Source: an optimization exercise on an open RTL-to-GDS flow (aim: a short achievable clock period and few clock cycles). Production flows keep margins and buffers that such runs may drop.
Power and IR drop assume default switching activity.

==> trial 31: inputs <==
Design yrow_delta_integrator, start of the top module:
module yrow_delta_integrator #(
  parameter int DATA_W     = 24,
  parameter int ENTRIES    = 5,
  parameter int ADDR_W     = 16
) (
  input  logic                     clk,
  input  logic                     rst_n,
  input  logic                     chng_valid,
  output logic                     chng_ready,
  input  logic [ADDR_W-1:0]        chng_row,
  input  logic [ADDR_W-1:0]        chng_col,
  input  logic [DATA_W-1:0]        chng_real,
  input  logic [DATA_W-1:0]        chng_img,
  input  logic                     filt_EN,
  output logic                     op_rd_req,
  output logic [ADDR_W-1:0]        op_y_row,
  input  logic [ENTRIES*2*DATA_W-1:0] ymem_data,
  input  logic                     yMemDataReady,
  output logic                     op_wr_en,
  output logic [ENTRIES*2*DATA_W-1:0] op_wr_data,
  output logic [2*DATA_W-1:0]      op_yVal1,
  output logic [2*DATA_W-1:0]      op_yVal2,
  output logic                     op_EX_EN,
  input  logic                     exModDone,
  output logic                     op_Done,
  output logic                     op_colErr
);
make LEC_CHECK=0 CAP_MARGIN=20 CORE_MARGIN=2 CORE_UTILIZATION=40 SETUP_SLACK_MARGIN=3.5 SLEW_MARGIN=20 finish   # period 6.0 ns
run.sh (not shown) runs the stock make flow with config.mk's settings and CLKGATE_MAP_FILE= SYNTH_SCRIPT=/design/flow/synth_recipe.tcl, a recipe that flattens the netlist after the stock synthesis.
==> trial 59: changes against trial 31 <==
--- a/flow/design.v
+++ b/flow/design.v
@@ -24,56 +24,42 @@
   input  logic                     exModDone,
   output logic                     op_Done,
   output logic                     op_colErr
 );
   localparam int ENT_W = 2 * DATA_W;
   localparam int ROW_W = ENTRIES * ENT_W;
-  localparam int NGRP = DATA_W / 2;
   function automatic logic [DATA_W-1:0] sat_add(input logic [DATA_W-1:0] a,
-                                                input logic [DATA_W-1:0] b,
-                                                input logic [4*NGRP-1:0] bb);
-    logic [NGRP-1:0]   gg, gt, cg, cp, gc;
-    logic [DATA_W-1:0] c, s;
-    logic              a0, a1, b0, ovf;
-    for (int k = 0; k < NGRP; k++) begin
-      a0 = a[2*k];
-      a1 = a[2*k+1];
-      gg[k] = (bb[4*k+3] & (a1 | a0)) | (bb[4*k+2] & a1) | (bb[4*k+1] & a1 & a0);
-      gt[k] = bb[4*k+3] | (bb[4*k+2] & (a1 | a0)) | (bb[4*k+1] & a1) | (bb[4*k] & a1 & a0);
-    end
-    cg = gg;
-    cp = gt;
-    for (int d = 1; d < NGRP; d = d * 2) begin
-      for (int i = NGRP - 1; i >= d; i--) begin
+                                                input logic [DATA_W-1:0] b);
+    logic [DATA_W-1:0] g, p, cg, cp, c, s;
+    logic              ovf_pos, ovf_neg;
+    g  = a & b;
+    p  = a | b;
+    cg = g;
+    cp = p;
+    for (int d = 1; d < DATA_W; d = d * 2) begin
+      for (int i = DATA_W - 1; i >= d; i--) begin
         cg[i] = cg[i] | (cp[i] & cg[i-d]);
         cp[i] = cp[i] & cp[i-d];
       end
     end
-    gc = {cg[NGRP-2:0], 1'b0};
-    for (int k = 0; k < NGRP; k++) begin
-      a0 = a[2*k];
-      b0 = bb[4*k+1] | bb[4*k+3];
-      c[2*k]   = gc[k];
-      c[2*k+1] = (a0 & b0) | ((a0 | b0) & gc[k]);
-    end
+    c = {cg[DATA_W-2:0], 1'b0};
     s = a ^ (b ^ c);
-    ovf = b[DATA_W-1] ? (a[DATA_W-1] & ~c[DATA_W-1]) : (~a[DATA_W-1] & c[DATA_W-1]);
-    for (int i = 0; i < DATA_W - 1; i++) sat_add[i] = ovf ? ~b[DATA_W-1] : s[i];
-    sat_add[DATA_W-1] = b[DATA_W-1] ? (a[DATA_W-1] | ~c[DATA_W-1]) : (a[DATA_W-1] & ~c[DATA_W-1]);
-  endfunction
-  function automatic logic [4*NGRP-1:0] digits(input logic [DATA_W-1:0] v);
-    for (int k = 0; k < NGRP; k++) begin
-      for (int j = 0; j < 4; j++) digits[4*k+j] = (v[2*k +: 2] == 2'(j));
-    end
+    ovf_pos = ~b[DATA_W-1] & ~a[DATA_W-1] & c[DATA_W-1];
+    ovf_neg = b[DATA_W-1] & a[DATA_W-1] & ~c[DATA_W-1];
+    if (ovf_pos)
+      sat_add = {1'b0, {(DATA_W-1){1'b1}}};
+    else if (ovf_neg)
+      sat_add = {1'b1, {(DATA_W-1){1'b0}}};
+    else
+      sat_add = s;
   endfunction
   logic               held_q, chng_ready_q, op_rd_req_q, op_ex_en_q, ex_wait_q;
   logic               op_done_q, op_col_err_q;
   logic [ADDR_W-1:0]  op_y_row_q;
   logic [ENTRIES-1:0] cur_sel_q;
   logic [DATA_W-1:0]  cur_re_q, cur_im_q;
-  logic [4*NGRP-1:0]  cur_re_bb_q, cur_im_bb_q;
   logic [ENTRIES-1:0] in_sel_s;
   logic               in_good_s, take_s, push_s, free_s, start_s, held_d, rd_d;
   always_comb begin
     for (int k = 0; k < ENTRIES; k++) in_sel_s[k] = (chng_col == ADDR_W'(k));
   end
   assign in_good_s = |in_sel_s;
@@ -105,28 +91,25 @@
   always_ff @(posedge clk) begin
     if (chng_ready_q) begin
       op_y_row_q <= chng_row;
       cur_sel_q  <= in_sel_s;
       cur_re_q   <= chng_real;
       cur_im_q   <= chng_img;
-      cur_re_bb_q <= digits(chng_real);
-      cur_im_bb_q <= digits(chng_img);
     end
   end
   logic [ROW_W-1:0] new_row_s;
   logic [ENT_W-1:0] old_ent_s, new_ent_s;
   logic [ROW_W-1:0] op_wr_data_q;
   logic [ENT_W-1:0] op_yval1_q, op_yval2_q;
   always_comb begin
     old_ent_s = '0;
     new_ent_s = '0;
     for (int k = 0; k < ENTRIES; k++) begin
       logic [ENT_W-1:0] ent, upd;
       ent = ymem_data[k*ENT_W +: ENT_W];
-      upd = {sat_add(ent[DATA_W +: DATA_W], cur_re_q, cur_re_bb_q),
-             sat_add(ent[0 +: DATA_W], cur_im_q, cur_im_bb_q)};
+      upd = {sat_add(ent[DATA_W +: DATA_W], cur_re_q), sat_add(ent[0 +: DATA_W], cur_im_q)};
       new_row_s[k*ENT_W +: ENT_W] = cur_sel_q[k] ? upd : ent;
       old_ent_s = old_ent_s | (cur_sel_q[k] ? ent : '0);
       new_ent_s = new_ent_s | (cur_sel_q[k] ? upd : '0);
     end
   end
   always_ff @(posedge clk) begin
==> run notes <==
Synthesized area: trial 59 is larger than trial 31 (2.5%). In trial 31 the register-to-register slack is worse than in trial 59, by 0.04 ns. Die area: trial 59 is higher than trial 31 (about 2.4%). Between trial 59 and trial 31, the lower clock skew is in trial 31 (gap 0.0094 ns). Of trial 31 and trial 59, trial 31 has the higher worst hold slack (gap 0.033 ns). Clock power: trial 31 is larger than trial 59 (about 13%). Of trial 31 and trial 59, trial 59 has the higher routed wire length (gap about 10%, measured against trial 59). Between trial 31 and trial 59, the lower worst setup slack is in trial 59 (gap 0.10 ns).
No functional check of the RTL was part of any run of this note.

[what the ideal ports hide]
Ports are ideal in the flow. The routed layouts listed here were re-timed in OpenROAD.
Step 1: set_driving_cell puts a clkbuf_16 on clk and a buf_2 on each other input, an assumption about the parent block.
Step 2 also shifts input and output timing later by t, the mid clock arrival at the registers, as if the neighbouring blocks saw the same clock.
a / b / c = ideal / step 1 / step 2; a / b = the first two.
run | t, ns | setup slack, ns | worst register clock-pin slew, ns | worst slew at a driven data input, ns
trial 31 | 0.702 | 1.931 / 1.958 / 1.256 | 0.07 / 0.07 | 0.14
trial 59 | 0.677 | 1.832 / 1.862 / 1.185 | 0.07 / 0.07 | 0.14
After both steps every run listed still meets setup and hold. The setup slack of trial 31, which loses most, moves by +0.027 ns with the drivers and by -0.675 ns with both steps.
